Source: an optimization exercise on an open RTL-to-GDS flow (aim: small area, a short achievable clock period and few clock cycles per item). Production flows keep margins and buffers that such runs may drop. RTL that was checked went through simulation tests only; none was proved equivalent to the original. Only the layout flow was run in run 1; the RTL was not checked for function there. Power and IR drop assume default switching activity.

## flow/design.v (module list and top-level ports; edited modules follow where they fit)
// module booth_radix2_multiplier_core: 885 lines
module booth_radix2_multiplier_core #(
   parameter int MAX_WIDTH = 16
) (
   input  logic                      clock,
   input  logic                      reset,
   input  logic                          req_valid,
   output logic                          req_ready,
   input  logic [brm_pkg::IN_W-1:0]      req_multiplicand_bits,
   input  logic [brm_pkg::IN_W-1:0]      req_multiplier_bits,
   output logic                          rsp_valid,
   input  logic                          rsp_ready,
   output logic [brm_pkg::PRODUCT_W-1:0] rsp_product_bits,
   output logic                          rsp_negative,
   output logic [brm_pkg::MAG_W-1:0]     rsp_magnitude,
   input  logic                      csr_write_enable,
   input  logic [brm_pkg::CFG_W-1:0] csr_write_data
);
  // ...
==> flow/flow/run.sh <==
#!/bin/bash
# Layout flow: the standard ORFS flow (standard.sh) with two changes:
#  1. synthesis: the same script, except that Yosys's "synth -run fine:" step
#     gets -noabc, so the quick ABC pass there does not re-encode the adder
#     trees before extract_fa (it leaves fewer inverters around the fa/ha
#     cells); flops, hierarchy flattening and renaming are as in synth_recipe.tcl.
#  2. port buffers are sky130_fd_sc_hd__buf_2 instead of the delay cell that
#     buffer_ports picks by default.
# Each tool's output goes to the ORFS logs under orfs/logs; make's own output
# goes to flow_make.log here.
set -euo pipefail
here=$(pwd)
sed 's|^proc synth {args} { yosys synth -nofsm -noshare {\*}\$args }|proc synth {args} { if {[lsearch -exact $args fine:] >= 0} { lappend args -noabc }; yosys synth -nofsm -noshare {*}$args }|' synth_recipe.tcl > flow_synth.tcl
grep -q -- '-noabc' flow_synth.tcl
sed -e "s|SYNTH_SCRIPT=[^ ]*|SYNTH_SCRIPT=$here/flow_synth.tcl|" \
    -e 's|"\${@:-finish}"|BUFFER_PORTS_ARGS="-buffer_cell sky130_fd_sc_hd__buf_2" "${@:-finish}"|' standard.sh > flow_standard_mod.sh
grep -q flow_synth.tcl flow_standard_mod.sh
bash flow_standard_mod.sh > flow_make.log 2>&1
==> flow/standard.sh <==
#!/bin/bash
# synth_recipe.tcl (not shown) runs the flow's synth.tcl, then flattens the netlist and writes it again
# the make line also repeats each setting of config.mk as NAME=value (left out here)
make -C /OpenROAD-flow-scripts/flow DESIGN_CONFIG=/design/flow/config.mk WORK_HOME=/design/flow/orfs CLKGATE_MAP_FILE= SYNTH_SCRIPT=/design/flow/synth_recipe.tcl "${@:-finish}"
==> flow/config.mk <==
export PLATFORM = sky130hd
export DESIGN_NAME = booth_radix2_multiplier_core
export DESIGN_NICKNAME = booth_radix2_multiplier_core
export VERILOG_FILES = /design/flow/design.v
export SDC_FILE = /design/flow/constraint.sdc
export NUM_CORES = 4
export LEC_CHECK = 0
export ABC_CLOCK_PERIOD_IN_PS = 3100
export CAP_MARGIN = 20
export CORE_MARGIN = 2
export CORE_UTILIZATION = 40
export CTS_BUF_LIST = sky130_fd_sc_hd__clkbuf_8
export PLACE_DENSITY = 0.6
export SETUP_SLACK_MARGIN = 4.1
export SLEW_MARGIN = 20
export TNS_END_PERCENT = 30
==> flow/constraint.sdc <==
create_clock -name core_clock -period 7.2 [get_ports {clock}]
set_input_delay 1.4400 -clock core_clock [delete_from_list [all_inputs] [get_ports {clock}]]
set_output_delay 1.4400 -clock core_clock [all_outputs]
set_load 0.01 [all_outputs]
==> out/qor.yml, run 1 <==
synth_cell_type_count: 68
num_vias: 12900
grt_max_degree: 137
p_sw_share_pct: 43.6
n_all_inverters: 89
synth_top_area_share_pct: 30.2
synth_flop_cell: "edfxtp_1"
rsz0062_at_grt: "true"
fin_hold_ws_ns: 0.487
yosysWarnings: 1
synth_common_cells: "edfxtp_1, clkbuf_1, xor2_1"
max_cap_violations: 0
nFlopsAndLatches: 165
worst_clock_skew_ns: 0.0272
synth_edf_count: 158
outcome: "no timing/DRC/antenna violations"
setup_viol: 0
tightest_slew_ns: 1.17
final-nonclk-buf-share_pct: 8.71
powerDensity_nw_per_um2: 459
hold_end: "mid_61"
grt_pass1_wl_um: 69500
leakagePower_nw: 7.12
wl_um: 44900
track_usage_pct: 21.9
met2_usage_pct: 33.9
grt_pass1_vias: 11900
drt-initial-drc-count: 1933
clk_pin_slew_worst_paths_ns: 0.10
power_mw: 8.27
routabilityCongestion: 0.916
min_path_type: "register to register"
cts_buffers: 17
overflow: 0
==> module booth_radix2_multiplier_core, before the edit <==
module booth_radix2_multiplier_core #(
   parameter int MAX_WIDTH = 16
) (
   input  logic                      clock,
   input  logic                      reset,
   input  logic                          req_valid,
   output logic                          req_ready,
   input  logic [brm_pkg::IN_W-1:0]      req_multiplicand_bits,
   input  logic [brm_pkg::IN_W-1:0]      req_multiplier_bits,
   output logic                          rsp_valid,
   input  logic                          rsp_ready,
   output logic [brm_pkg::PRODUCT_W-1:0] rsp_product_bits,
   output logic                          rsp_negative,
   output logic [brm_pkg::MAG_W-1:0]     rsp_magnitude,
   input  logic                      csr_write_enable,
   input  logic [brm_pkg::CFG_W-1:0] csr_write_data
);
   logic [15:0] wm, wtop;
   logic [31:0] pmask;
   logic [3:0] nm1_ff;
   always_ff @(posedge clock) begin
      if (reset) begin
         nm1_ff <= 4'd15;
      end else if (csr_write_enable) begin
         nm1_ff <= (csr_write_data < 5'd2) ? 4'd1 : (csr_write_data > 5'd16) ? 4'd15 : 4'(csr_write_data - 5'd1);
      end
   end
   always_comb begin
      for (int i = 0; i < 16; i++) begin
         wm[i] = (4'(i) <= nm1_ff);
      end
   end
   assign wtop = wm & ~(wm >> 1);
   always_comb begin
      for (int i = 0; i < 16; i++) begin
         pmask[2*i]   = wm[i];
         pmask[2*i+1] = wm[i];
      end
   end
   logic        en;
   logic        req_sa, req_sb;
   logic [15:0] ax;
   logic [7:0] one;
   logic [7:0] two;
   logic [7:0] neg;
   logic ng;
   logic [15:0] ax_c;
   logic [15:0] bx_c;
   logic [7:0] one_c;
   logic [7:0] two_c;
   logic [7:0] neg_c;
   logic ng_c;
   logic sx_c;
   logic bl_c;
   assign req_sa = |(req_multiplicand_bits & wtop);
   assign req_sb = |(req_multiplier_bits & wtop);
   assign req_ready = en;
   logic        op_v;
   logic [15:0] ax_q;
   logic [15:0] bx_q;
   logic sx_q;
   logic ng_q;
   always_ff @(posedge clock) begin
      if (reset) begin
         op_v <= 1'b0;
      end else if (en) begin
         op_v <= req_valid;
      end
   end
   always_ff @(posedge clock) begin
      if (en) begin
         ax_q <= ax_c;
         bx_q <= bx_c;
         sx_q <= sx_c;
         ng_q <= ng_c;
      end
   end
   assign ax = ax_q;
   assign ng = ng_q;
   always_comb begin
      for (int j = 0; j < 16; j++) begin
         ax_c[j] = wm[j] ? req_multiplicand_bits[j] : req_sa;
         bx_c[j] = wm[j] ? req_multiplier_bits[j] : req_sb;
      end
      sx_c = req_sa ^ req_sb;
      ng_c = sx_c & (|(req_multiplicand_bits & wm)) & (|(req_multiplier_bits & wm));
      for (int i = 0; i < 8; i++) begin
         bl_c = (i == 0) ? 1'b0 : bx_c[2*i-1];
         one_c[i] = bx_c[2*i] ^ bl_c;
         two_c[i] = (bx_c[2*i+1] & ~bx_c[2*i] & ~bl_c) | (~bx_c[2*i+1] & bx_c[2*i] & bl_c);
         neg_c[i] = bx_c[2*i+1] ^ sx_c;
      end
   end
   logic bl_q;
   always_comb begin
      for (int i = 0; i < 8; i++) begin
         bl_q = (i == 0) ? 1'b0 : bx_q[2*i-1];
         one[i] = bx_q[2*i] ^ bl_q;
         two[i] = (bx_q[2*i+1] & ~bx_q[2*i] & ~bl_q) | (~bx_q[2*i+1] & bx_q[2*i] & bl_q);
         neg[i] = bx_q[2*i+1] ^ sx_q;
      end
   end
   wire pp1 = (one[0] & ax[0]) ^ neg[0];
   wire pp2 = ((one[0] & ax[1]) | (two[0] & ax[0])) ^ neg[0];
   wire pp3 = ((one[0] & ax[2]) | (two[0] & ax[1])) ^ neg[0];
   wire pp4 = ((one[0] & ax[3]) | (two[0] & ax[2])) ^ neg[0];
   wire pp5 = ((one[0] & ax[4]) | (two[0] & ax[3])) ^ neg[0];
   wire pp6 = ((one[0] & ax[5]) | (two[0] & ax[4])) ^ neg[0];
   wire pp7 = ((one[0] & ax[6]) | (two[0] & ax[5])) ^ neg[0];
   wire pp8 = ((one[0] & ax[7]) | (two[0] & ax[6])) ^ neg[0];
   wire pp9 = ((one[0] & ax[8]) | (two[0] & ax[7])) ^ neg[0];
   wire pp10 = ((one[0] & ax[9]) | (two[0] & ax[8])) ^ neg[0];
   wire pp11 = ((one[0] & ax[10]) | (two[0] & ax[9])) ^ neg[0];
   wire pp12 = ((one[0] & ax[11]) | (two[0] & ax[10])) ^ neg[0];
   wire pp13 = ((one[0] & ax[12]) | (two[0] & ax[11])) ^ neg[0];
   wire pp14 = ((one[0] & ax[13]) | (two[0] & ax[12])) ^ neg[0];
   wire pp15 = ((one[0] & ax[14]) | (two[0] & ax[13])) ^ neg[0];
   wire pp16 = ((one[0] & ax[15]) | (two[0] & ax[14])) ^ neg[0];
   wire pp17 = ((one[0] & ax[15]) | (two[0] & ax[15])) ^ neg[0];
   wire ns18 = ~pp17;
   wire u19 = one[0] & ax[0];
   wire un20 = u19 | neg[0];
   wire nu21 = ~u19;
   wire nun22 = ~un20;
   wire pp23 = (one[1] & ax[0]) ^ neg[1];
   wire pp24 = ((one[1] & ax[1]) | (two[1] & ax[0])) ^ neg[1];
   wire pp25 = ((one[1] & ax[2]) | (two[1] & ax[1])) ^ neg[1];
   wire pp26 = ((one[1] & ax[3]) | (two[1] & ax[2])) ^ neg[1];
   wire pp27 = ((one[1] & ax[4]) | (two[1] & ax[3])) ^ neg[1];
   wire pp28 = ((one[1] & ax[5]) | (two[1] & ax[4])) ^ neg[1];
   wire pp29 = ((one[1] & ax[6]) | (two[1] & ax[5])) ^ neg[1];
   wire pp30 = ((one[1] & ax[7]) | (two[1] & ax[6])) ^ neg[1];
   wire pp31 = ((one[1] & ax[8]) | (two[1] & ax[7])) ^ neg[1];
   wire pp32 = ((one[1] & ax[9]) | (two[1] & ax[8])) ^ neg[1];
   wire pp33 = ((one[1] & ax[10]) | (two[1] & ax[9])) ^ neg[1];
   wire pp34 = ((one[1] & ax[11]) | (two[1] & ax[10])) ^ neg[1];
   wire pp35 = ((one[1] & ax[12]) | (two[1] & ax[11])) ^ neg[1];
   wire pp36 = ((one[1] & ax[13]) | (two[1] & ax[12])) ^ neg[1];
   wire pp37 = ((one[1] & ax[14]) | (two[1] & ax[13])) ^ neg[1];
   wire pp38 = ((one[1] & ax[15]) | (two[1] & ax[14])) ^ neg[1];
   wire pp39 = ((one[1] & ax[15]) | (two[1] & ax[15])) ^ neg[1];
   wire ns40 = ~pp39;
   wire u41 = one[1] & ax[0];
   wire un42 = u41 | neg[1];
   wire nu43 = ~u41;
   wire nun44 = ~un42;
   wire pp45 = (one[2] & ax[0]) ^ neg[2];
   wire pp46 = ((one[2] & ax[1]) | (two[2] & ax[0])) ^ neg[2];
   wire pp47 = ((one[2] & ax[2]) | (two[2] & ax[1])) ^ neg[2];
   wire pp48 = ((one[2] & ax[3]) | (two[2] & ax[2])) ^ neg[2];
   wire pp49 = ((one[2] & ax[4]) | (two[2] & ax[3])) ^ neg[2];
   wire pp50 = ((one[2] & ax[5]) | (two[2] & ax[4])) ^ neg[2];
   wire pp51 = ((one[2] & ax[6]) | (two[2] & ax[5])) ^ neg[2];
   wire pp52 = ((one[2] & ax[7]) | (two[2] & ax[6])) ^ neg[2];
   wire pp53 = ((one[2] & ax[8]) | (two[2] & ax[7])) ^ neg[2];
   wire pp54 = ((one[2] & ax[9]) | (two[2] & ax[8])) ^ neg[2];
   wire pp55 = ((one[2] & ax[10]) | (two[2] & ax[9])) ^ neg[2];
   wire pp56 = ((one[2] & ax[11]) | (two[2] & ax[10])) ^ neg[2];
   wire pp57 = ((one[2] & ax[12]) | (two[2] & ax[11])) ^ neg[2];
   wire pp58 = ((one[2] & ax[13]) | (two[2] & ax[12])) ^ neg[2];
   wire pp59 = ((one[2] & ax[14]) | (two[2] & ax[13])) ^ neg[2];
   wire pp60 = ((one[2] & ax[15]) | (two[2] & ax[14])) ^ neg[2];
   wire pp61 = ((one[2] & ax[15]) | (two[2] & ax[15])) ^ neg[2];
   wire ns62 = ~pp61;
   wire u63 = one[2] & ax[0];
   wire un64 = u63 | neg[2];
   wire nu65 = ~u63;
   wire nun66 = ~un64;
   wire pp67 = (one[3] & ax[0]) ^ neg[3];
   wire pp68 = ((one[3] & ax[1]) | (two[3] & ax[0])) ^ neg[3];
   wire pp69 = ((one[3] & ax[2]) | (two[3] & ax[1])) ^ neg[3];
   wire pp70 = ((one[3] & ax[3]) | (two[3] & ax[2])) ^ neg[3];
   wire pp71 = ((one[3] & ax[4]) | (two[3] & ax[3])) ^ neg[3];
   wire pp72 = ((one[3] & ax[5]) | (two[3] & ax[4])) ^ neg[3];
   wire pp73 = ((one[3] & ax[6]) | (two[3] & ax[5])) ^ neg[3];
   wire pp74 = ((one[3] & ax[7]) | (two[3] & ax[6])) ^ neg[3];
   wire pp75 = ((one[3] & ax[8]) | (two[3] & ax[7])) ^ neg[3];
   wire pp76 = ((one[3] & ax[9]) | (two[3] & ax[8])) ^ neg[3];
   wire pp77 = ((one[3] & ax[10]) | (two[3] & ax[9])) ^ neg[3];
   wire pp78 = ((one[3] & ax[11]) | (two[3] & ax[10])) ^ neg[3];
   wire pp79 = ((one[3] & ax[12]) | (two[3] & ax[11])) ^ neg[3];
   wire pp80 = ((one[3] & ax[13]) | (two[3] & ax[12])) ^ neg[3];
   wire pp81 = ((one[3] & ax[14]) | (two[3] & ax[13])) ^ neg[3];
   wire pp82 = ((one[3] & ax[15]) | (two[3] & ax[14])) ^ neg[3];
   wire pp83 = ((one[3] & ax[15]) | (two[3] & ax[15])) ^ neg[3];
   wire ns84 = ~pp83;
   wire u85 = one[3] & ax[0];
   wire un86 = u85 | neg[3];
   wire nu87 = ~u85;
   wire nun88 = ~un86;
   wire pp89 = (one[4] & ax[0]) ^ neg[4];
   wire pp90 = ((one[4] & ax[1]) | (two[4] & ax[0])) ^ neg[4];
   wire pp91 = ((one[4] & ax[2]) | (two[4] & ax[1])) ^ neg[4];
   wire pp92 = ((one[4] & ax[3]) | (two[4] & ax[2])) ^ neg[4];
   wire pp93 = ((one[4] & ax[4]) | (two[4] & ax[3])) ^ neg[4];
   wire pp94 = ((one[4] & ax[5]) | (two[4] & ax[4])) ^ neg[4];
   wire pp95 = ((one[4] & ax[6]) | (two[4] & ax[5])) ^ neg[4];
   wire pp96 = ((one[4] & ax[7]) | (two[4] & ax[6])) ^ neg[4];
   wire pp97 = ((one[4] & ax[8]) | (two[4] & ax[7])) ^ neg[4];
   wire pp98 = ((one[4] & ax[9]) | (two[4] & ax[8])) ^ neg[4];
   wire pp99 = ((one[4] & ax[10]) | (two[4] & ax[9])) ^ neg[4];
   wire pp100 = ((one[4] & ax[11]) | (two[4] & ax[10])) ^ neg[4];
   wire pp101 = ((one[4] & ax[12]) | (two[4] & ax[11])) ^ neg[4];
   wire pp102 = ((one[4] & ax[13]) | (two[4] & ax[12])) ^ neg[4];
   wire pp103 = ((one[4] & ax[14]) | (two[4] & ax[13])) ^ neg[4];
   wire pp104 = ((one[4] & ax[15]) | (two[4] & ax[14])) ^ neg[4];
   wire pp105 = ((one[4] & ax[15]) | (two[4] & ax[15])) ^ neg[4];
   wire ns106 = ~pp105;
   wire u107 = one[4] & ax[0];
   wire un108 = u107 | neg[4];
   wire nu109 = ~u107;
   wire nun110 = ~un108;
   wire pp111 = (one[5] & ax[0]) ^ neg[5];
   wire pp112 = ((one[5] & ax[1]) | (two[5] & ax[0])) ^ neg[5];
   wire pp113 = ((one[5] & ax[2]) | (two[5] & ax[1])) ^ neg[5];
   wire pp114 = ((one[5] & ax[3]) | (two[5] & ax[2])) ^ neg[5];
   wire pp115 = ((one[5] & ax[4]) | (two[5] & ax[3])) ^ neg[5];
   wire pp116 = ((one[5] & ax[5]) | (two[5] & ax[4])) ^ neg[5];
   wire pp117 = ((one[5] & ax[6]) | (two[5] & ax[5])) ^ neg[5];
   wire pp118 = ((one[5] & ax[7]) | (two[5] & ax[6])) ^ neg[5];
   wire pp119 = ((one[5] & ax[8]) | (two[5] & ax[7])) ^ neg[5];
   wire pp120 = ((one[5] & ax[9]) | (two[5] & ax[8])) ^ neg[5];
   wire pp121 = ((one[5] & ax[10]) | (two[5] & ax[9])) ^ neg[5];
   wire pp122 = ((one[5] & ax[11]) | (two[5] & ax[10])) ^ neg[5];
   wire pp123 = ((one[5] & ax[12]) | (two[5] & ax[11])) ^ neg[5];
   wire pp124 = ((one[5] & ax[13]) | (two[5] & ax[12])) ^ neg[5];
   wire pp125 = ((one[5] & ax[14]) | (two[5] & ax[13])) ^ neg[5];
   wire pp126 = ((one[5] & ax[15]) | (two[5] & ax[14])) ^ neg[5];
   wire pp127 = ((one[5] & ax[15]) | (two[5] & ax[15])) ^ neg[5];
   wire ns128 = ~pp127;
   wire u129 = one[5] & ax[0];
   wire un130 = u129 | neg[5];
   wire nu131 = ~u129;
   wire nun132 = ~un130;
   wire pp133 = (one[6] & ax[0]) ^ neg[6];
   wire pp134 = ((one[6] & ax[1]) | (two[6] & ax[0])) ^ neg[6];
   wire pp135 = ((one[6] & ax[2]) | (two[6] & ax[1])) ^ neg[6];
   wire pp136 = ((one[6] & ax[3]) | (two[6] & ax[2])) ^ neg[6];
   wire pp137 = ((one[6] & ax[4]) | (two[6] & ax[3])) ^ neg[6];
   wire pp138 = ((one[6] & ax[5]) | (two[6] & ax[4])) ^ neg[6];
   wire pp139 = ((one[6] & ax[6]) | (two[6] & ax[5])) ^ neg[6];
   wire pp140 = ((one[6] & ax[7]) | (two[6] & ax[6])) ^ neg[6];
   wire pp141 = ((one[6] & ax[8]) | (two[6] & ax[7])) ^ neg[6];
   wire pp142 = ((one[6] & ax[9]) | (two[6] & ax[8])) ^ neg[6];
   wire pp143 = ((one[6] & ax[10]) | (two[6] & ax[9])) ^ neg[6];
   wire pp144 = ((one[6] & ax[11]) | (two[6] & ax[10])) ^ neg[6];
   wire pp145 = ((one[6] & ax[12]) | (two[6] & ax[11])) ^ neg[6];
   wire pp146 = ((one[6] & ax[13]) | (two[6] & ax[12])) ^ neg[6];
   wire pp147 = ((one[6] & ax[14]) | (two[6] & ax[13])) ^ neg[6];
   wire pp148 = ((one[6] & ax[15]) | (two[6] & ax[14])) ^ neg[6];
   wire pp149 = ((one[6] & ax[15]) | (two[6] & ax[15])) ^ neg[6];
   wire ns150 = ~pp149;
   wire u151 = one[6] & ax[0];
   wire un152 = u151 | neg[6];
   wire nu153 = ~u151;
   wire nun154 = ~un152;
   wire pp155 = (one[7] & ax[0]) ^ neg[7];
   wire pp156 = ((one[7] & ax[1]) | (two[7] & ax[0])) ^ neg[7];
   wire pp157 = ((one[7] & ax[2]) | (two[7] & ax[1])) ^ neg[7];
   wire pp158 = ((one[7] & ax[3]) | (two[7] & ax[2])) ^ neg[7];
   wire pp159 = ((one[7] & ax[4]) | (two[7] & ax[3])) ^ neg[7];
   wire pp160 = ((one[7] & ax[5]) | (two[7] & ax[4])) ^ neg[7];
   wire pp161 = ((one[7] & ax[6]) | (two[7] & ax[5])) ^ neg[7];
   wire pp162 = ((one[7] & ax[7]) | (two[7] & ax[6])) ^ neg[7];
   wire pp163 = ((one[7] & ax[8]) | (two[7] & ax[7])) ^ neg[7];
   wire pp164 = ((one[7] & ax[9]) | (two[7] & ax[8])) ^ neg[7];
   wire pp165 = ((one[7] & ax[10]) | (two[7] & ax[9])) ^ neg[7];
   wire pp166 = ((one[7] & ax[11]) | (two[7] & ax[10])) ^ neg[7];
   wire pp167 = ((one[7] & ax[12]) | (two[7] & ax[11])) ^ neg[7];
   wire pp168 = ((one[7] & ax[13]) | (two[7] & ax[12])) ^ neg[7];
   wire pp169 = ((one[7] & ax[14]) | (two[7] & ax[13])) ^ neg[7];
   wire pp170 = ((one[7] & ax[15]) | (two[7] & ax[14])) ^ neg[7];
   wire pp171 = ((one[7] & ax[15]) | (two[7] & ax[15])) ^ neg[7];
   wire ns172 = ~pp171;
   wire u173 = one[7] & ax[0];
   wire un174 = u173 | neg[7];
   wire nu175 = ~u173;
   wire nun176 = ~un174;
   wire s177 = pp11 ^ pp31;
   wire c178 = pp11 & pp31;
   wire s179 = pp12 ^ pp32 ^ pp52;
   wire c180 = (pp12 & pp32) | (pp52 & (pp12 ^ pp32));
   wire s181 = pp13 ^ pp33 ^ pp53;
   wire c182 = (pp13 & pp33) | (pp53 & (pp13 ^ pp33));
   wire s183 = pp73 ^ pp93;
   wire c184 = pp73 & pp93;
   wire s185 = pp14 ^ pp34 ^ pp54;
   wire c186 = (pp14 & pp34) | (pp54 & (pp14 ^ pp34));
   wire s187 = pp74 ^ pp94 ^ pp114;
   wire c188 = (pp74 & pp94) | (pp114 & (pp74 ^ pp94));
   wire s189 = pp15 ^ pp35 ^ pp55;
   wire c190 = (pp15 & pp35) | (pp55 & (pp15 ^ pp35));
   wire s191 = pp75 ^ pp95 ^ pp115;
   wire c192 = (pp75 & pp95) | (pp115 & (pp75 ^ pp95));
   wire s193 = pp135 ^ un152;
   wire c194 = pp135 & un152;
   wire s195 = pp16 ^ pp36 ^ pp56;
   wire c196 = (pp16 & pp36) | (pp56 & (pp16 ^ pp36));
   wire s197 = pp76 ^ pp96 ^ pp116;
   wire c198 = (pp76 & pp96) | (pp116 & (pp76 ^ pp96));
   wire s199 = pp136 ^ pp156 ^ nun176;
   wire c200 = (pp136 & pp156) | (nun176 & (pp136 ^ pp156));
   wire s201 = ns18 ^ pp37 ^ pp57;
   wire c202 = (ns18 & pp37) | (pp57 & (ns18 ^ pp37));
   wire s203 = pp77 ^ pp97 ^ pp117;
   wire c204 = (pp77 & pp97) | (pp117 & (pp77 ^ pp97));
   wire s205 = pp137 ^ pp157 ^ un174;
   wire c206 = (pp137 & pp157) | (un174 & (pp137 ^ pp157));
   wire s207 = 1'b1 ^ pp38 ^ pp58;
   wire c208 = (1'b1 & pp38) | (pp58 & (1'b1 ^ pp38));
   wire s209 = pp78 ^ pp98 ^ pp118;
   wire c210 = (pp78 & pp98) | (pp118 & (pp78 ^ pp98));
   wire s211 = pp138 ^ pp158;
   wire c212 = pp138 & pp158;
   wire s213 = ns40 ^ pp59 ^ pp79;
   wire c214 = (ns40 & pp59) | (pp79 & (ns40 ^ pp59));
   wire s215 = pp99 ^ pp119 ^ pp139;
   wire c216 = (pp99 & pp119) | (pp139 & (pp99 ^ pp119));
   wire s217 = 1'b1 ^ pp60 ^ pp80;
   wire c218 = (1'b1 & pp60) | (pp80 & (1'b1 ^ pp60));
   wire s219 = pp100 ^ pp120;
   wire c220 = pp100 & pp120;
   wire s221 = ns62 ^ pp81 ^ pp101;
   wire c222 = (ns62 & pp81) | (pp101 & (ns62 ^ pp81));
   wire s223 = 1'b1 ^ pp82;
   wire c224 = 1'b1 & pp82;
   wire s225 = pp7 ^ pp27;
   wire c226 = pp7 & pp27;
   wire s227 = pp8 ^ pp28 ^ pp48;
   wire c228 = (pp8 & pp28) | (pp48 & (pp8 ^ pp28));
   wire s229 = pp9 ^ pp29 ^ pp49;
   wire c230 = (pp9 & pp29) | (pp49 & (pp9 ^ pp29));
   wire s231 = pp69 ^ un86;
   wire c232 = pp69 & un86;
   wire s233 = pp10 ^ pp30 ^ pp50;
   wire c234 = (pp10 & pp30) | (pp50 & (pp10 ^ pp30));
   wire s235 = pp70 ^ pp90 ^ nun110;
   wire c236 = (pp70 & pp90) | (nun110 & (pp70 ^ pp90));
   wire s237 = pp51 ^ pp71 ^ pp91;
   wire c238 = (pp51 & pp71) | (pp91 & (pp51 ^ pp71));
   wire s239 = un108 ^ nu131 ^ s177;
   wire c240 = (un108 & nu131) | (s177 & (un108 ^ nu131));
   wire s241 = pp72 ^ pp92 ^ pp112;
   wire c242 = (pp72 & pp92) | (pp112 & (pp72 ^ pp92));
   wire s243 = nun132 ^ c178 ^ s179;
   wire c244 = (nun132 & c178) | (s179 & (nun132 ^ c178));
   wire s245 = pp113 ^ un130 ^ nu153;
   wire c246 = (pp113 & un130) | (nu153 & (pp113 ^ un130));
   wire s247 = s183 ^ c180 ^ s181;
   wire c248 = (s183 & c180) | (s181 & (s183 ^ c180));
   wire s249 = pp134 ^ nun154 ^ c184;
   wire c250 = (pp134 & nun154) | (c184 & (pp134 ^ nun154));
   wire s251 = c182 ^ s185 ^ s187;
   wire c252 = (c182 & s185) | (s187 & (c182 ^ s185));
   wire s253 = nu175 ^ s193 ^ c186;
   wire c254 = (nu175 & s193) | (c186 & (nu175 ^ s193));
   wire s255 = c188 ^ s189 ^ s191;
   wire c256 = (c188 & s189) | (s191 & (c188 ^ s189));
   wire s257 = c194 ^ c190 ^ c192;
   wire c258 = (c194 & c190) | (c192 & (c194 ^ c190));
   wire s259 = s195 ^ s197 ^ s199;
   wire c260 = (s195 & s197) | (s199 & (s195 ^ s197));
   wire s261 = c196 ^ c198 ^ c200;
   wire c262 = (c196 & c198) | (c200 & (c196 ^ c198));
   wire s263 = s201 ^ s203 ^ s205;
   wire c264 = (s201 & s203) | (s205 & (s201 ^ s203));
   wire s265 = s211 ^ c202 ^ c204;
   wire c266 = (s211 & c202) | (c204 & (s211 ^ c202));
   wire s267 = c206 ^ s207 ^ s209;
   wire c268 = (c206 & s207) | (s209 & (c206 ^ s207));
   wire s269 = pp159 ^ c212 ^ c208;
   wire c270 = (pp159 & c212) | (c208 & (pp159 ^ c212));
   wire s271 = c210 ^ s213 ^ s215;
   wire c272 = (c210 & s213) | (s215 & (c210 ^ s213));
   wire s273 = pp140 ^ pp160 ^ s219;
   wire c274 = (pp140 & pp160) | (s219 & (pp140 ^ pp160));
   wire s275 = c214 ^ c216 ^ s217;
   wire c276 = (c214 & c216) | (s217 & (c214 ^ c216));
   wire s277 = pp121 ^ pp141 ^ pp161;
   wire c278 = (pp121 & pp141) | (pp161 & (pp121 ^ pp141));
   wire s279 = c220 ^ c218 ^ s221;
   wire c280 = (c220 & c218) | (s221 & (c220 ^ c218));
   wire s281 = pp102 ^ pp122 ^ pp142;
   wire c282 = (pp102 & pp122) | (pp142 & (pp102 ^ pp122));
   wire s283 = pp162 ^ s223 ^ c222;
   wire c284 = (pp162 & s223) | (c222 & (pp162 ^ s223));
   wire s285 = ns84 ^ pp103 ^ pp123;
   wire c286 = (ns84 & pp103) | (pp123 & (ns84 ^ pp103));
   wire s287 = pp143 ^ pp163 ^ c224;
   wire c288 = (pp143 & pp163) | (c224 & (pp143 ^ pp163));
   wire s289 = 1'b1 ^ pp104 ^ pp124;
   wire c290 = (1'b1 & pp104) | (pp124 & (1'b1 ^ pp104));
   wire s291 = pp144 ^ pp164;
   wire c292 = pp144 & pp164;
   wire s293 = ns106 ^ pp125 ^ pp145;
   wire c294 = (ns106 & pp125) | (pp145 & (ns106 ^ pp125));
   wire s295 = 1'b1 ^ pp126;
   wire c296 = 1'b1 & pp126;
   wire s297 = pp5 ^ pp25;
   wire c298 = pp5 & pp25;
   wire s299 = pp6 ^ pp26 ^ pp46;
   wire c300 = (pp6 & pp26) | (pp46 & (pp6 ^ pp26));
   wire s301 = pp47 ^ un64 ^ nu87;
   wire c302 = (pp47 & un64) | (nu87 & (pp47 ^ un64));
   wire s303 = pp68 ^ nun88 ^ c226;
   wire c304 = (pp68 & nun88) | (c226 & (pp68 ^ nun88));
   wire s305 = nu109 ^ s231 ^ c228;
   wire c306 = (nu109 & s231) | (c228 & (nu109 ^ s231));
   wire s307 = c232 ^ c230 ^ s233;
   wire c308 = (c232 & c230) | (s233 & (c232 ^ c230));
   wire s309 = c234 ^ c236 ^ s237;
   wire c310 = (c234 & c236) | (s237 & (c234 ^ c236));
   wire s311 = c238 ^ s241 ^ c240;
   wire c312 = (c238 & s241) | (c240 & (c238 ^ s241));
   wire s313 = c242 ^ s245 ^ c244;
   wire c314 = (c242 & s245) | (c244 & (c242 ^ s245));
   wire s315 = c246 ^ s249 ^ c248;
   wire c316 = (c246 & s249) | (c248 & (c246 ^ s249));
   wire s317 = c250 ^ s253 ^ c252;
   wire c318 = (c250 & s253) | (c252 & (c250 ^ s253));
   wire s319 = c254 ^ s257 ^ c256;
   wire c320 = (c254 & s257) | (c256 & (c254 ^ s257));
   wire s321 = c258 ^ s261 ^ c260;
   wire c322 = (c258 & s261) | (c260 & (c258 ^ s261));
   wire s323 = c262 ^ s265 ^ c264;
   wire c324 = (c262 & s265) | (c264 & (c262 ^ s265));
   wire s325 = c266 ^ s269 ^ c268;
   wire c326 = (c266 & s269) | (c268 & (c266 ^ s269));
   wire s327 = s273 ^ c270 ^ c272;
   wire c328 = (s273 & c270) | (c272 & (s273 ^ c270));
   wire s329 = s277 ^ c274 ^ c276;
   wire c330 = (s277 & c274) | (c276 & (s277 ^ c274));
   wire s331 = c278 ^ s281 ^ s283;
   wire c332 = (c278 & s281) | (s283 & (c278 ^ s281));
   wire s333 = c282 ^ s285 ^ s287;
   wire c334 = (c282 & s285) | (s287 & (c282 ^ s285));
   wire s335 = s291 ^ c286 ^ s289;
   wire c336 = (s291 & c286) | (s289 & (s291 ^ c286));
   wire s337 = pp165 ^ c292 ^ c290;
   wire c338 = (pp165 & c292) | (c290 & (pp165 ^ c292));
   wire s339 = pp146 ^ pp166 ^ s295;
   wire c340 = (pp146 & pp166) | (s295 & (pp146 ^ pp166));
   wire s341 = ns128 ^ pp147 ^ pp167;
   wire c342 = (ns128 & pp147) | (pp167 & (ns128 ^ pp147));
   wire s343 = 1'b1 ^ pp148;
   wire c344 = 1'b1 & pp148;
   wire s345 = pp3 ^ un20;
   wire c346 = pp3 & un20;
   wire s347 = pp4 ^ pp24 ^ nun44;
   wire c348 = (pp4 & pp24) | (nun44 & (pp4 ^ pp24));
   wire s349 = un42 ^ nu65 ^ s297;
   wire c350 = (un42 & nu65) | (s297 & (un42 ^ nu65));
   wire s351 = nun66 ^ c298 ^ s299;
   wire c352 = (nun66 & c298) | (s299 & (nun66 ^ c298));
   wire s353 = s225 ^ c300 ^ s301;
   wire c354 = (s225 & c300) | (s301 & (s225 ^ c300));
   wire s355 = c302 ^ s227 ^ s303;
   wire c356 = (c302 & s227) | (s303 & (c302 ^ s227));
   wire s357 = s229 ^ c304 ^ s305;
   wire c358 = (s229 & c304) | (s305 & (s229 ^ c304));
   wire s359 = s235 ^ c306 ^ s307;
   wire c360 = (s235 & c306) | (s307 & (s235 ^ c306));
   wire s361 = s239 ^ c308 ^ s309;
   wire c362 = (s239 & c308) | (s309 & (s239 ^ c308));
   wire s363 = c310 ^ s243 ^ s311;
   wire c364 = (c310 & s243) | (s311 & (c310 ^ s243));
   wire s365 = s247 ^ c312 ^ s313;
   wire c366 = (s247 & c312) | (s313 & (s247 ^ c312));
   wire s367 = s251 ^ c314 ^ s315;
   wire c368 = (s251 & c314) | (s315 & (s251 ^ c314));
   wire s369 = s255 ^ c316 ^ s317;
   wire c370 = (s255 & c316) | (s317 & (s255 ^ c316));
   wire s371 = s259 ^ c318 ^ s319;
   wire c372 = (s259 & c318) | (s319 & (s259 ^ c318));
   wire s373 = s263 ^ c320 ^ s321;
   wire c374 = (s263 & c320) | (s321 & (s263 ^ c320));
   wire s375 = s267 ^ c322 ^ s323;
   wire c376 = (s267 & c322) | (s323 & (s267 ^ c322));
   wire s377 = s271 ^ c324 ^ s325;
   wire c378 = (s271 & c324) | (s325 & (s271 ^ c324));
   wire s379 = s275 ^ c326 ^ s327;
   wire c380 = (s275 & c326) | (s327 & (s275 ^ c326));
   wire s381 = s279 ^ c328 ^ s329;
   wire c382 = (s279 & c328) | (s329 & (s279 ^ c328));
   wire s383 = c280 ^ c330 ^ s331;
   wire c384 = (c280 & c330) | (s331 & (c280 ^ c330));
   wire s385 = c284 ^ s333 ^ c332;
   wire c386 = (c284 & s333) | (c332 & (c284 ^ s333));
   wire s387 = c288 ^ s335 ^ c334;
   wire c388 = (c288 & s335) | (c334 & (c288 ^ s335));
   wire s389 = s293 ^ s337 ^ c336;
   wire c390 = (s293 & s337) | (c336 & (s293 ^ s337));
   wire s391 = c294 ^ s339 ^ c338;
   wire c392 = (c294 & s339) | (c338 & (c294 ^ s339));
   wire s393 = c296 ^ s341 ^ c340;
   wire c394 = (c296 & s341) | (c340 & (c296 ^ s341));
   wire s395 = pp168 ^ s343 ^ c342;
   wire c396 = (pp168 & s343) | (c342 & (pp168 ^ s343));
   wire s397 = ns150 ^ pp169 ^ c344;
   wire c398 = (ns150 & pp169) | (c344 & (ns150 ^ pp169));
   wire s399 = 1'b1 ^ pp170;
   wire c400 = 1'b1 & pp170;
   wire p401 = mid_1 ^ mid_2;
   wire g402 = mid_1 & mid_2;
   wire p403 = mid_3 ^ mid_4;
   wire g404 = mid_3 & mid_4;
   wire p405 = mid_5 ^ mid_6;
   wire g406 = mid_5 & mid_6;
   wire p407 = mid_7 ^ mid_8;
   wire g408 = mid_7 & mid_8;
   wire p409 = mid_9 ^ mid_10;
   wire g410 = mid_9 & mid_10;
   wire p411 = mid_11 ^ mid_12;
   wire g412 = mid_11 & mid_12;
   wire p413 = mid_13 ^ mid_14;
   wire g414 = mid_13 & mid_14;
   wire p415 = mid_15 ^ mid_16;
   wire g416 = mid_15 & mid_16;
   wire p417 = mid_17 ^ mid_18;
   wire g418 = mid_17 & mid_18;
   wire p419 = mid_19 ^ mid_20;
   wire g420 = mid_19 & mid_20;
   wire p421 = mid_21 ^ mid_22;
   wire g422 = mid_21 & mid_22;
   wire p423 = mid_23 ^ mid_24;
   wire g424 = mid_23 & mid_24;
   wire p425 = mid_25 ^ mid_26;
   wire g426 = mid_25 & mid_26;
   wire p427 = mid_27 ^ mid_28;
   wire g428 = mid_27 & mid_28;
   wire p429 = mid_29 ^ mid_30;
   wire g430 = mid_29 & mid_30;
   wire p431 = mid_31 ^ mid_32;
   wire g432 = mid_31 & mid_32;
   wire p433 = mid_33 ^ mid_34;
   wire g434 = mid_33 & mid_34;
   wire p435 = mid_35 ^ mid_36;
   wire g436 = mid_35 & mid_36;
   wire p437 = mid_37 ^ mid_38;
   wire g438 = mid_37 & mid_38;
   wire p439 = mid_39 ^ mid_40;
   wire g440 = mid_39 & mid_40;
   wire p441 = mid_41 ^ mid_42;
   wire g442 = mid_41 & mid_42;
   wire p443 = mid_43 ^ mid_44;
   wire g444 = mid_43 & mid_44;
   wire p445 = mid_45 ^ mid_46;
   wire g446 = mid_45 & mid_46;
   wire p447 = mid_47 ^ mid_48;
   wire g448 = mid_47 & mid_48;
   wire p449 = mid_49 ^ mid_50;
   wire g450 = mid_49 & mid_50;
   wire p451 = mid_51 ^ mid_52;
   wire g452 = mid_51 & mid_52;
   wire p453 = mid_53 ^ mid_54;
   wire g454 = mid_53 & mid_54;
   wire p455 = mid_55 ^ mid_56;
   wire g456 = mid_55 & mid_56;
   wire p457 = mid_57 ^ mid_58;
   wire g458 = mid_57 & mid_58;
   wire p459 = mid_59 ^ mid_60;
   wire g460 = mid_59 & mid_60;
   wire T461 = p401 & mid_0;
   wire G462 = g406 | (p405 & g404);
   wire T463 = p405 & p403;
   wire G464 = g410 | (p409 & g408);
   wire T465 = p409 & p407;
   wire G466 = g414 | (p413 & g412);
   wire T467 = p413 & p411;
   wire G468 = g418 | (p417 & g416);
   wire T469 = p417 & p415;
   wire G470 = g422 | (p421 & g420);
   wire T471 = p421 & p419;
   wire G472 = g426 | (p425 & g424);
   wire T473 = p425 & p423;
   wire G474 = g430 | (p429 & g428);
   wire T475 = p429 & p427;
   wire G476 = g434 | (p433 & g432);
   wire T477 = p433 & p431;
   wire G478 = g438 | (p437 & g436);
   wire T479 = p437 & p435;
   wire G480 = g442 | (p441 & g440);
   wire T481 = p441 & p439;
   wire G482 = g446 | (p445 & g444);
   wire T483 = p445 & p443;
   wire G484 = g450 | (p449 & g448);
   wire T485 = p449 & p447;
   wire G486 = g454 | (p453 & g452);
   wire T487 = p453 & p451;
   wire G488 = g458 | (p457 & g456);
   wire T489 = p457 & p455;
   wire G490 = 1'b1 & g460;
   wire T491 = 1'b1 & p459;
   wire G492 = g404 | (p403 & g402);
   wire T493 = p403 & T461;
   wire G494 = G462 | (T463 & g402);
   wire T495 = T463 & T461;
   wire G496 = g412 | (p411 & G464);
   wire T497 = p411 & T465;
   wire G498 = G466 | (T467 & G464);
   wire T499 = T467 & T465;
   wire G500 = g420 | (p419 & G468);
   wire T501 = p419 & T469;
   wire G502 = G470 | (T471 & G468);
   wire T503 = T471 & T469;
   wire G504 = g428 | (p427 & G472);
   wire T505 = p427 & T473;
   wire G506 = G474 | (T475 & G472);
   wire T507 = T475 & T473;
   wire G508 = g436 | (p435 & G476);
   wire T509 = p435 & T477;
   wire G510 = G478 | (T479 & G476);
   wire T511 = T479 & T477;
   wire G512 = g444 | (p443 & G480);
   wire T513 = p443 & T481;
   wire G514 = G482 | (T483 & G480);
   wire T515 = T483 & T481;
   wire G516 = g452 | (p451 & G484);
   wire T517 = p451 & T485;
   wire G518 = G486 | (T487 & G484);
   wire T519 = T487 & T485;
   wire G520 = g460 | (p459 & G488);
   wire T521 = p459 & T489;
   wire G522 = G490 | (T491 & G488);
   wire T523 = T491 & T489;
   wire G524 = g408 | (p407 & G494);
   wire T525 = p407 & T495;
   wire G526 = G464 | (T465 & G494);
   wire T527 = T465 & T495;
   wire G528 = G496 | (T497 & G494);
   wire T529 = T497 & T495;
   wire G530 = G498 | (T499 & G494);
   wire T531 = T499 & T495;
   wire G532 = g424 | (p423 & G502);
   wire T533 = p423 & T503;
   wire G534 = G472 | (T473 & G502);
   wire T535 = T473 & T503;
   wire G536 = G504 | (T505 & G502);
   wire T537 = T505 & T503;
   wire G538 = G506 | (T507 & G502);
   wire T539 = T507 & T503;
   wire G540 = g440 | (p439 & G510);
   wire T541 = p439 & T511;
   wire G542 = G480 | (T481 & G510);
   wire T543 = T481 & T511;
   wire G544 = G512 | (T513 & G510);
   wire T545 = T513 & T511;
   wire G546 = G514 | (T515 & G510);
   wire T547 = T515 & T511;
   wire G548 = g456 | (p455 & G518);
   wire T549 = p455 & T519;
   wire G550 = G488 | (T489 & G518);
   wire T551 = T489 & T519;
   wire G552 = G520 | (T521 & G518);
   wire T553 = T521 & T519;
   wire G554 = G522 | (T523 & G518);
   wire T555 = T523 & T519;
   wire G556 = g416 | (p415 & G530);
   wire T557 = p415 & T531;
   wire G558 = G468 | (T469 & G530);
   wire T559 = T469 & T531;
   wire G560 = G500 | (T501 & G530);
   wire T561 = T501 & T531;
   wire G562 = G502 | (T503 & G530);
   wire T563 = T503 & T531;
   wire G564 = G532 | (T533 & G530);
   wire T565 = T533 & T531;
   wire G566 = G534 | (T535 & G530);
   wire T567 = T535 & T531;
   wire G568 = G536 | (T537 & G530);
   wire T569 = T537 & T531;
   wire G570 = G538 | (T539 & G530);
   wire T571 = T539 & T531;
   wire G572 = g448 | (p447 & G546);
   wire T573 = p447 & T547;
   wire G574 = G484 | (T485 & G546);
   wire T575 = T485 & T547;
   wire G576 = G516 | (T517 & G546);
   wire T577 = T517 & T547;
   wire G578 = G518 | (T519 & G546);
   wire T579 = T519 & T547;
   wire G580 = G548 | (T549 & G546);
   wire T581 = T549 & T547;
   wire G582 = G550 | (T551 & G546);
   wire T583 = T551 & T547;
   wire G584 = G552 | (T553 & G546);
   wire T585 = T553 & T547;
   wire G586 = G554 | (T555 & G546);
   wire T587 = T555 & T547;
   wire G588 = g432 | (p431 & G570);
   wire T589 = p431 & T571;
   wire G590 = G476 | (T477 & G570);
   wire T591 = T477 & T571;
   wire G592 = G508 | (T509 & G570);
   wire T593 = T509 & T571;
   wire G594 = G510 | (T511 & G570);
   wire T595 = T511 & T571;
   wire G596 = G540 | (T541 & G570);
   wire T597 = T541 & T571;
   wire G598 = G542 | (T543 & G570);
   wire T599 = T543 & T571;
   wire G600 = G544 | (T545 & G570);
   wire T601 = T545 & T571;
   wire G602 = G546 | (T547 & G570);
   wire T603 = T547 & T571;
   wire G604 = G572 | (T573 & G570);
   wire T605 = T573 & T571;
   wire G606 = G574 | (T575 & G570);
   wire T607 = T575 & T571;
   wire G608 = G576 | (T577 & G570);
   wire T609 = T577 & T571;
   wire G610 = G578 | (T579 & G570);
   wire T611 = T579 & T571;
   wire G612 = G580 | (T581 & G570);
   wire T613 = T581 & T571;
   wire G614 = G582 | (T583 & G570);
   wire T615 = T583 & T571;
   wire G616 = G584 | (T585 & G570);
   wire T617 = T585 & T571;
   wire G618 = G586 | (T587 & G570);
   wire T619 = T587 & T571;
   logic mid_v;
   logic mid_0;
   logic mid_1;
   logic mid_2;
   logic mid_3;
   logic mid_4;
   logic mid_5;
   logic mid_6;
   logic mid_7;
   logic mid_8;
   logic mid_9;
   logic mid_10;
   logic mid_11;
   logic mid_12;
   logic mid_13;
   logic mid_14;
   logic mid_15;
   logic mid_16;
   logic mid_17;
   logic mid_18;
   logic mid_19;
   logic mid_20;
   logic mid_21;
   logic mid_22;
   logic mid_23;
   logic mid_24;
   logic mid_25;
   logic mid_26;
   logic mid_27;
   logic mid_28;
   logic mid_29;
   logic mid_30;
   logic mid_31;
   logic mid_32;
   logic mid_33;
   logic mid_34;
   logic mid_35;
   logic mid_36;
   logic mid_37;
   logic mid_38;
   logic mid_39;
   logic mid_40;
   logic mid_41;
   logic mid_42;
   logic mid_43;
   logic mid_44;
   logic mid_45;
   logic mid_46;
   logic mid_47;
   logic mid_48;
   logic mid_49;
   logic mid_50;
   logic mid_51;
   logic mid_52;
   logic mid_53;
   logic mid_54;
   logic mid_55;
   logic mid_56;
   logic mid_57;
   logic mid_58;
   logic mid_59;
   logic mid_60;
   logic mid_61;
   always_ff @(posedge clock) begin
      if (reset) begin
         mid_v <= 1'b0;
      end else if (en) begin
         mid_v <= op_v;
      end
   end
   always_ff @(posedge clock) begin
      if (en) begin
         mid_0 <= nu21;
         mid_1 <= pp2;
         mid_2 <= nun22;
         mid_3 <= s345;
         mid_4 <= nu43;
         mid_5 <= s347;
         mid_6 <= c346;
         mid_7 <= s349;
         mid_8 <= c348;
         mid_9 <= s351;
         mid_10 <= c350;
         mid_11 <= s353;
         mid_12 <= c352;
         mid_13 <= s355;
         mid_14 <= c354;
         mid_15 <= s357;
         mid_16 <= c356;
         mid_17 <= s359;
         mid_18 <= c358;
         mid_19 <= s361;
         mid_20 <= c360;
         mid_21 <= s363;
         mid_22 <= c362;
         mid_23 <= s365;
         mid_24 <= c364;
         mid_25 <= s367;
         mid_26 <= c366;
         mid_27 <= s369;
         mid_28 <= c368;
         mid_29 <= s371;
         mid_30 <= c370;
         mid_31 <= s373;
         mid_32 <= c372;
         mid_33 <= s375;
         mid_34 <= c374;
         mid_35 <= s377;
         mid_36 <= c376;
         mid_37 <= s379;
         mid_38 <= c378;
         mid_39 <= s381;
         mid_40 <= c380;
         mid_41 <= s383;
         mid_42 <= c382;
         mid_43 <= s385;
         mid_44 <= c384;
         mid_45 <= s387;
         mid_46 <= c386;
         mid_47 <= s389;
         mid_48 <= c388;
         mid_49 <= s391;
         mid_50 <= c390;
         mid_51 <= s393;
         mid_52 <= c392;
         mid_53 <= s395;
         mid_54 <= c394;
         mid_55 <= s397;
         mid_56 <= c396;
         mid_57 <= s399;
         mid_58 <= c398;
         mid_59 <= ns172;
         mid_60 <= c400;
         mid_61 <= ng;
      end
   end
   logic [31:0] prod_w;
   logic [30:0] mag_w;
   assign prod_w = {(mid_61 ? ~(1'b1 ^ G616) : (1'b1 ^ (G616 | T617))), (mid_61 ? ~(p459 ^ G614) : (p459 ^ (G614 | T615))), (mid_61 ? ~(p457 ^ G612) : (p457 ^ (G612 | T613))), (mid_61 ? ~(p455 ^ G610) : (p455 ^ (G610 | T611))), (mid_61 ? ~(p453 ^ G608) : (p453 ^ (G608 | T609))), (mid_61 ? ~(p451 ^ G606) : (p451 ^ (G606 | T607))), (mid_61 ? ~(p449 ^ G604) : (p449 ^ (G604 | T605))), (mid_61 ? ~(p447 ^ G602) : (p447 ^ (G602 | T603))), (mid_61 ? ~(p445 ^ G600) : (p445 ^ (G600 | T601))), (mid_61 ? ~(p443 ^ G598) : (p443 ^ (G598 | T599))), (mid_61 ? ~(p441 ^ G596) : (p441 ^ (G596 | T597))), (mid_61 ? ~(p439 ^ G594) : (p439 ^ (G594 | T595))), (mid_61 ? ~(p437 ^ G592) : (p437 ^ (G592 | T593))), (mid_61 ? ~(p435 ^ G590) : (p435 ^ (G590 | T591))), (mid_61 ? ~(p433 ^ G588) : (p433 ^ (G588 | T589))), (mid_61 ? ~(p431 ^ G570) : (p431 ^ (G570 | T571))), (mid_61 ? ~(p429 ^ G568) : (p429 ^ (G568 | T569))), (mid_61 ? ~(p427 ^ G566) : (p427 ^ (G566 | T567))), (mid_61 ? ~(p425 ^ G564) : (p425 ^ (G564 | T565))), (mid_61 ? ~(p423 ^ G562) : (p423 ^ (G562 | T563))), (mid_61 ? ~(p421 ^ G560) : (p421 ^ (G560 | T561))), (mid_61 ? ~(p419 ^ G558) : (p419 ^ (G558 | T559))), (mid_61 ? ~(p417 ^ G556) : (p417 ^ (G556 | T557))), (mid_61 ? ~(p415 ^ G530) : (p415 ^ (G530 | T531))), (mid_61 ? ~(p413 ^ G528) : (p413 ^ (G528 | T529))), (mid_61 ? ~(p411 ^ G526) : (p411 ^ (G526 | T527))), (mid_61 ? ~(p409 ^ G524) : (p409 ^ (G524 | T525))), (mid_61 ? ~(p407 ^ G494) : (p407 ^ (G494 | T495))), (mid_61 ? ~(p405 ^ G492) : (p405 ^ (G492 | T493))), (mid_61 ? ~(p403 ^ g402) : (p403 ^ (g402 | T461))), (mid_61 ? ~(p401 ^ 1'b0) : (p401 ^ (1'b0 | mid_0))), (mid_61 ? ~mid_0 : ~mid_0)} & pmask;
   assign mag_w  = {(p459 ^ (G614 | T615)), (p457 ^ (G612 | T613)), (p455 ^ (G610 | T611)), (p453 ^ (G608 | T609)), (p451 ^ (G606 | T607)), (p449 ^ (G604 | T605)), (p447 ^ (G602 | T603)), (p445 ^ (G600 | T601)), (p443 ^ (G598 | T599)), (p441 ^ (G596 | T597)), (p439 ^ (G594 | T595)), (p437 ^ (G592 | T593)), (p435 ^ (G590 | T591)), (p433 ^ (G588 | T589)), (p431 ^ (G570 | T571)), (p429 ^ (G568 | T569)), (p427 ^ (G566 | T567)), (p425 ^ (G564 | T565)), (p423 ^ (G562 | T563)), (p421 ^ (G560 | T561)), (p419 ^ (G558 | T559)), (p417 ^ (G556 | T557)), (p415 ^ (G530 | T531)), (p413 ^ (G528 | T529)), (p411 ^ (G526 | T527)), (p409 ^ (G524 | T525)), (p407 ^ (G494 | T495)), (p405 ^ (G492 | T493)), (p403 ^ (g402 | T461)), (p401 ^ (1'b0 | mid_0)), ~mid_0};
   logic        out_v;
   logic [31:0] prod_ff;
   logic [29:1] mag_ff;
   logic        neg_ff;
   assign en = rsp_ready;
   always_ff @(posedge clock) begin
      if (reset) begin
         out_v <= 1'b0;
      end else if (en) begin
         out_v <= mid_v;
      end
   end
   always_ff @(posedge clock) begin
      if (en) begin
         prod_ff <= prod_w;
         mag_ff  <= mag_w[29:1];
         neg_ff  <= mid_61;
      end
   end
   assign rsp_valid        = out_v;
   assign rsp_product_bits = prod_ff;
   assign rsp_magnitude    = {prod_ff[30] & ~neg_ff, mag_ff, prod_ff[0]};
   assign rsp_negative     = neg_ff;
endmodule
==> inputs of run 2 (changes only) <==
--- a/flow/design.v
+++ b/flow/design.v
@@ -70,6 +70,7 @@
    logic        op_v;
    logic [15:0] ax_q;
-   logic [15:0] bx_q;
-   logic sx_q;
+   logic [7:0] one_q;
+   logic [7:0] two_q;
+   logic [7:0] neg_q;
    logic ng_q;
    always_ff @(posedge clock) begin
@@ -83,10 +84,14 @@
       if (en) begin
          ax_q <= ax_c;
-         bx_q <= bx_c;
-         sx_q <= sx_c;
+         one_q <= one_c;
+         two_q <= two_c;
+         neg_q <= neg_c;
          ng_q <= ng_c;
       end
    end
    assign ax = ax_q;
+   assign one = one_q;
+   assign two = two_q;
+   assign neg = neg_q;
    assign ng = ng_q;
    always_comb begin
@@ -104,13 +109,4 @@
       end
    end
-   logic bl_q;
-   always_comb begin
-      for (int i = 0; i < 8; i++) begin
-         bl_q = (i == 0) ? 1'b0 : bx_q[2*i-1];
-         one[i] = bx_q[2*i] ^ bl_q;
-         two[i] = (bx_q[2*i+1] & ~bx_q[2*i] & ~bl_q) | (~bx_q[2*i+1] & bx_q[2*i] & bl_q);
-         neg[i] = bx_q[2*i+1] ^ sx_q;
-      end
-   end
    wire pp1 = (one[0] & ax[0]) ^ neg[0];
    wire pp2 = ((one[0] & ax[1]) | (two[0] & ax[0])) ^ neg[0];
==> flow/flow/run.sh (replaced) <==
#!/bin/bash
# Layout flow: the standard ORFS flow (standard.sh) with three changes:
#  1. synthesis: the same script, except that Yosys's "synth -run fine:" step
#     gets -noabc, so the quick ABC pass there does not re-encode the adder
#     trees before extract_fa (it leaves fewer inverters around the fa/ha
#     cells); flops, hierarchy flattening and renaming are as in synth_recipe.tcl.
#  2. after synthesis, flow/fixinv.py moves inverters across the fa cells
#     (a full adder is self-dual) and drops the ones that cancel; it touches
#     no flip-flop and no port, and the netlist's function is unchanged.
#  3. port buffers are sky130_fd_sc_hd__buf_2 instead of the delay cell that
#     buffer_ports picks by default.
# Each tool's output goes to the ORFS logs under orfs/logs; make's own output
# goes to flow_make_*.log here and fixinv's report to flow_fixinv.log.
set -euo pipefail
here=$(pwd)
sed 's|^proc synth {args} { yosys synth -nofsm -noshare {\*}\$args }|proc synth {args} { if {[lsearch -exact $args fine:] >= 0} { lappend args -noabc }; yosys synth -nofsm -noshare {*}$args }|' synth_recipe.tcl > flow_synth.tcl
grep -q -- '-noabc' flow_synth.tcl
sed -e "s|SYNTH_SCRIPT=[^ ]*|SYNTH_SCRIPT=$here/flow_synth.tcl|" \
    -e 's|"\${@:-finish}"|BUFFER_PORTS_ARGS="-buffer_cell sky130_fd_sc_hd__buf_2" "${@:-finish}"|' standard.sh > flow_standard_mod.sh
grep -q flow_synth.tcl flow_standard_mod.sh
bash flow_standard_mod.sh synth > flow_make_synth.log 2>&1
res=$(ls -d orfs/results/*/*/base)
cp $res/1_2_yosys.v flow_yosys_before_fixinv.v
python3 flow/fixinv.py flow_yosys_before_fixinv.v $res/1_2_yosys.v > flow_fixinv.log 2>&1
rm -f $res/1_synth.odb $res/1_synth.sdc
bash flow_standard_mod.sh > flow_make_finish.log 2>&1
==> flow/flow/fixinv.py (new file) <==
#!/usr/bin/env python3
"""Move inverters across full-adder cells in a mapped sky130 netlist.

A full adder is self-dual: FA(~a, ~b, ~c) = (~cout, ~sum).  Yosys's
extract_fa often picks the inverted form, which leaves inverter cells on
both sides of the adder cells.  This pass chooses, for every fa cell,
whether it computes its signals in true or complemented form so that as few
inverters as possible are needed, then rewrites the netlist: all inverters
that only fix polarity are removed and one inverter is added per signal whose
complement is still needed.  Flip-flops, ports and every other cell keep the
exact polarity they had, so the netlist's function is unchanged.

usage: fixinv.py IN.v OUT.v
"""
import re
import sys

src = open(sys.argv[1]).read()

inst_re = re.compile(r'^  (sky130_fd_sc_hd__\w+) (\S+) +\((.*?)\n  \);\n', re.S | re.M)
pin_re = re.compile(r'\.(\w+)\(([^()]*(?:\([^()]*\))?[^()]*)\)')

insts = []
for m in inst_re.finditer(src):
    typ, name, body = m.group(1), m.group(2), m.group(3)
    pins = [(p, n.strip()) for p, n in pin_re.findall(body)]
    insts.append({'typ': typ, 'name': name, 'pins': pins, 'span': m.span()})

n_all = len(re.findall(r'^  sky130_fd_sc_hd__', src, re.M))
assert n_all == len(insts), (n_all, len(insts))

OUTPINS = {'X', 'Y', 'Q', 'Q_N', 'SUM', 'COUT', 'HI', 'LO'}


def is_inv(t):
    return re.fullmatch(r'sky130_fd_sc_hd__(inv|clkinv)_\d+', t) is not None


def is_fa(t):
    return re.fullmatch(r'sky130_fd_sc_hd__fa_\d+', t) is not None


hdr = src[:src.index(');') + 2]
outputs = set()
for m in re.finditer(r'^\s*output\s+(\[[^\]]*\]\s*)?(\w+)\s*;', src, re.M):
    rng, nm = m.group(1), m.group(2)
    if rng:
        hi, lo = map(int, rng.strip()[1:-1].split(':'))
        for i in range(min(hi, lo), max(hi, lo) + 1):
            outputs.add(f'{nm}[{i}]')
    outputs.add(nm)

driver = {}
for k, it in enumerate(insts):
    for p, n in it['pins']:
        if p in OUTPINS:
            driver[n] = (k, p)

# resolve each net to (root, polarity) through inverter chains
memo = {}


def resolve(n):
    if n in memo:
        return memo[n]
    d = driver.get(n)
    if d is not None and is_inv(insts[d[0]]['typ']):
        a = dict(insts[d[0]]['pins'])['A']
        r, pol = resolve(a)
        res = (r, pol ^ 1)
    else:
        res = (n, 0)
    memo[n] = res
    return res


# consumers: (inst index, pin, root, pol) for every non-inverter input pin
cons = []
for k, it in enumerate(insts):
    if is_inv(it['typ']):
        continue
    for p, n in it['pins']:
        if p in OUTPINS:
            continue
        r, pol = resolve(n)
        cons.append((k, p, r, pol))
# output ports fed by an inverter chain are consumers too
port_cons = []
for o in outputs:
    if o in driver and is_inv(insts[driver[o][0]]['typ']):
        r, pol = resolve(o)
        port_cons.append((o, r, pol))

fa_ids = [k for k, it in enumerate(insts) if is_fa(it['typ'])]
flip = {k: 0 for k in fa_ids}
root_fa = {}
for k in fa_ids:
    for p, n in insts[k]['pins']:
        if p in ('SUM', 'COUT'):
            root_fa[n] = k

by_root = {}
for idx, (k, p, r, pol) in enumerate(cons):
    by_root.setdefault(r, []).append(idx)
for idx, (o, r, pol) in enumerate(port_cons):
    by_root.setdefault(r, []).append(('port', idx))


def need_inv(r):
    """1 if signal r is needed in the polarity its driver does not give."""
    phys = flip.get(root_fa.get(r), 0) if r in root_fa else 0
    for c in by_root.get(r, []):
        if isinstance(c, tuple):
            want = port_cons[c[1]][2]
        else:
            k, p, rr, pol = cons[c]
            want = pol ^ flip.get(k, 0) if k in flip else pol
        if want != phys:
            return 1
    return 0


def roots_of(k):
    rs = set()
    for p, n in insts[k]['pins']:
        if p in ('SUM', 'COUT'):
            rs.add(n)
        else:
            rs.add(resolve(n)[0])
    return rs


total = sum(need_inv(r) for r in by_root)
before = total
improved = True
passes = 0
while improved and passes < 50:
    improved = False
    passes += 1
    for k in fa_ids:
        rs = roots_of(k)
        old = sum(need_inv(r) for r in rs)
        flip[k] ^= 1
        new = sum(need_inv(r) for r in rs)
        if new < old:
            total += new - old
            improved = True
        else:
            flip[k] ^= 1

# rewrite: drop all inverters whose outputs are not ports; add one inverter
# per root that needs its complement
newnet = {}


def phys_of(r):
    return flip.get(root_fa.get(r), 0) if r in root_fa else 0


def em(n):
    return n + ' ' if n.startswith('\\') else n


def net_for(r, want):
    """net carrying signal r in polarity want (0 = true)."""
    ph = phys_of(r)
    if want == ph:
        return r
    if r not in newnet:
        newnet[r] = f'_fixinv_{len(newnet)}_'
    return newnet[r]


out = []
pos = 0
kept_inv = 0
for k, it in enumerate(insts):
    s, e = it['span']
    out.append(src[pos:s])
    pos = e
    if is_inv(it['typ']):
        y = dict(it['pins'])['Y']
        if y in outputs:
            r, pol = resolve(y)
            a = net_for(r, pol ^ 1)
            out.append(f'  {it["typ"]} {em(it["name"])} (\n    .A({em(a)}),\n    .Y({em(y)})\n  );\n')
            kept_inv += 1
        continue
    pins = []
    for p, n in it['pins']:
        if p in OUTPINS:
            pins.append((p, n))
        else:
            r, pol = resolve(n)
            want = pol ^ flip[k] if k in flip else pol
            pins.append((p, net_for(r, want)))
    body = ',\n'.join(f'    .{p}({em(n)})' for p, n in pins)
    out.append(f'  {it["typ"]} {em(it["name"])} (\n{body}\n  );\n')
out.append(src[pos:])
text = ''.join(out)
# declarations and inverters for the complemented signals
decl = ''.join(f'  wire {n};\n' for n in newnet.values())
cells = ''.join(f'  sky130_fd_sc_hd__inv_1 _fixinv_cell_{i}_ (\n    .A({em(r)}),\n    .Y({n})\n  );\n'
                for i, (r, n) in enumerate(newnet.items()))
text = text.replace(hdr, hdr + '\n' + decl, 1)
text = text[:text.rindex('endmodule')] + cells + 'endmodule\n'
open(sys.argv[2], 'w').write(text)
n_inv_before = sum(1 for it in insts if is_inv(it['typ']))
print(f'fa cells {len(fa_ids)}, flipped {sum(flip.values())}, passes {passes}; '
      f'inverters {n_inv_before} -> {len(newnet) + kept_inv}')
--- a/flow/config.mk
+++ b/flow/config.mk
@@ -6,5 +6,5 @@
 export NUM_CORES = 4
 export LEC_CHECK = 0
-export ABC_CLOCK_PERIOD_IN_PS = 3100
+export ABC_CLOCK_PERIOD_IN_PS = 3200
 export CAP_MARGIN = 20
 export CORE_MARGIN = 2
@@ -12,5 +12,4 @@
 export CTS_BUF_LIST = sky130_fd_sc_hd__clkbuf_8
 export PLACE_DENSITY = 0.6
-export SETUP_SLACK_MARGIN = 4.1
+export SETUP_SLACK_MARGIN = 4.0
 export SLEW_MARGIN = 20
-export TNS_END_PERCENT = 30
==> out/qor.yml, run 2 <==
cts_num_sinks: 172  # was 165
max_cap_violations: 0  # unchanged
htreeDepth: 4  # unchanged
netlist_area_um2: 13600  # was 15700 um^2
cts_buffers: 17  # unchanged
layout.cells.non_filler: 1839  # was 2202
core-area_um2: 33500  # was 38700 um^2
cp-startpoint: "mid_5"  # was bx_q[9]
layout_commonest_cell: "edfxtp_1"  # unchanged
layout_min_cycle_time_ns: 3.26  # was 3.73 ns
clk_latency_ns: 0.49  # was 0.50 ns
r2r-end: "prod_ff[17]"  # was mid_31
synth.avg_cell_area_um2: 11.0  # was 9.86 um^2
hold_viol: 0  # unchanged
critical_path.max_fanout: 7  # was 8
crit_type: "register to register"  # unchanged
post_dp_cell_area_um2: 14400  # was 16500 um^2
fin_setup_tns_ns: 0  # unchanged
start_util_pct: 40.5  # was 40.6%
fin_hold_ws_ns: 0.460  # was 0.487 ns
dp_cells: 1695  # was 2068
die_w_um: 188  # was 202 um
drc: 0  # unchanged
leakagePower_nw: 6.30  # was 7.12 nW
hold_buffers: 0  # unchanged
powerDensity_nw_per_um2: 521  # was 459 nW/um^2
synth.net_count: 1426  # was 1780
finalInstanceArea_um2: 16200  # was 18000 um^2
final_antenna_net_count: 0  # unchanged
rrSetupSlack_ns: 3.94  # was 3.47 ns
drive_gt1_share_pct: 25.7  # was 20.9%
finalNetCount: 1566  # was 1857
syn-instance-count: 1239  # was 1593
die_h_um: 188  # was 202 um
io_pins: 108  # unchanged
start_kind: "register"  # unchanged
cts-root-buf: "clkbuf_8"  # unchanged
preCtsSetupSlack_ns: 3.38  # was 2.37 ns
relSlewSlack_pct: 21.7  # was 22.0%
routabilityCongestion: 0.911  # was 0.916
outcome: "no timing/DRC/antenna violations"  # unchanged
reg2reg_depth: 11  # was 8
grt_antenna_before_repair: 2  # was 0
largest_reg_flops: 32  # unchanged
clk_pin_slew_worst_paths_ns: 0.12  # was 0.10 ns
synthToLayoutAreaGrowth_pct: 19.5  # was 14.7%
worstPathArrival_ns: 3.49  # was 3.96 ns
rsz0062_at_grt: "true"  # unchanged
setup_ws_ns: 3.94  # was 3.47 ns
grt_pass1_vias: 10100  # was 11900
fmax_ghz: 0.307  # was 0.268 GHz
grt_max_degree: 74  # was 137
r2r_start: "mid_5"  # was bx_q[9]
wl_um: 37200  # was 44900 um
cp.required_ns: 7.43  # was 7.44 ns
reg.largest.list: "prod_ff x32, mag_ff x29, ax_q x16"  # was prod_ff x32, mag_ff x29
io_buffers: 107  # unchanged
min_path_type: "register to register"  # unchanged
fin_crit_sh_pct: 45.3  # was 51.7%
worst_clock_skew_ns: 0.0359  # was 0.0272 ns
grt_pass1_wl_um: 57500  # was 69500 um
vdd_ir_drop_max_mv: 0.261  # was 0.210 mV
rows: 67  # was 72
tritoncts: "built"  # unchanged
yosysWarnings: 1  # unchanged
clockBufferDepth: 2  # unchanged
vias_per_cell: 5.56  # was 5.87
num_vias: 10200  # was 12900
dp_hpwl_um: 26100  # was 31100 um
overflow: 0  # unchanged
wire_per_inst_um: 20.2  # was 20.4 um
dieArea_um2: 35500  # was 40900 um^2
tightest_slew_ns: 1.17  # about the same
report.final.slew_viol_count: 0  # unchanged
track_usage_pct: 21.0  # was 21.9%
drt-initial-drc-count: 1019  # was 1933
antenna_cells: 0  # was 1
dr.pass1.iters: 5  # was 13
most-common-layout-cells: "edfxtp_1, xnor2_1, buf_2, a22oi_1, buf_4"  # was edfxtp_1, xor2_1, nand2b_1, o211ai_1, buf_2
fillers: 3015  # was 3636
setup_viol: 0  # unchanged
end_kind: "register"  # unchanged
top_register: "prod_ff"  # unchanged
cp-endpoint: "prod_ff[17]"  # was mid_31
run 2: metrics by stage:
stage               power [mW]  util (%)
floorplan                 5.79         -
global placement          7.16      42.8
detailed placement        7.28      42.8
CTS                       8.23      47.3
global route              9.24      48.5
finish                    8.46      48.5
run 2: how the worst min path moves through the flow:
| stage | cells past startpoint | slack, ns | end | from |
|---|---|---|---|---|
| final | 0 | 0.46 | mid_61 | ng_q |
| after global routing | 0 | 0.48 | mid_61 | ng_q |
| after CTS | 0 | 0.46 | mid_61 | ng_q |
| after detailed placement | 0 | 0.43 | mid_61 | ng_q |
| after global placement | 0 | 0.43 | mid_61 | ng_q |
| after floorplan | 0 | 0.40 | mid_61 | ng_q |
run 2: cell type report:
cell class / count / area [um^2] / area share (%)
clock buffer: 17 / 234 / 1.44
clock inverter: 14 / 211 / 1.30
inverter: 53 / 203 / 1.25
multi-input combinational: 904 / 8170 / 50.3
sequential: 172 / 5090 / 31.4
tap: 448 / 561 / 3.45
timing repair buffer: 231 / 1770 / 10.9
run 2: repair_timing:
action / CTS / global route
hold endpoints to repair: 0 / 0
gates cloned: 1 / 0
pin swaps: 2 / 32
endpoints found under the setup margin: 80 / 44
setup buffers: 101 / 11
resized for setup: 16 / 68
run 2: power by group:
group | total [mW] | switching (mW) | internal [mW]
Clock | 0.763 | 0.377 | 0.386
Combinational | 5.60 | 3.07 | 2.53
Sequential | 2.10 | 0.131 | 1.97
run 2: per-layer routing:
layer  global-route usage (%)  vias to the layer above  share of wire (%)
met5                        0                        -                  0
met4                     6.25                        0                2.6
met3                     3.04                       61                6.6
met2                     34.6                      415                 47
met1                     28.8                     5042                 44
li1                         -                     4699                  -
run 2: critical path: stages (launching register included):
cell        delay [ns]
edfxtp_1          0.45
ha_4              0.31
a21oi_4           0.21
a211oi_2          0.14
nor4_4            0.37
o21ba_4           0.24
clkinvlp_4        0.16
fa_1              0.49
a21oi_2           0.16
mux2i_1           0.11
xor2_1            0.19
and2_1            0.16
Testbench counts of run 2, summed over its fixed seeds: cycles 8,024, items 8,000.

separate check: timing with driven ports:
No port has a modelled driver above. Below, the same layouts with a new extraction and two added sets of constraints. Step 1 sets driving cells, clkbuf_16 on the clock port and buf_2 on the other inputs (assumed; they add their load-dependent delay and slew). Step 2 also shifts input and output timing later by t, the mid clock arrival at the registers, as if the neighbouring blocks saw the same clock. Three values: ideal, step 1, step 2; two values: the first two.
run	t (ns)	setup WS [ns]
run 1	0.544	3.474 / 3.474 / 3.474
run 2	0.521	3.942 / 3.903 / 3.541
After both steps every run listed still meets setup and hold.
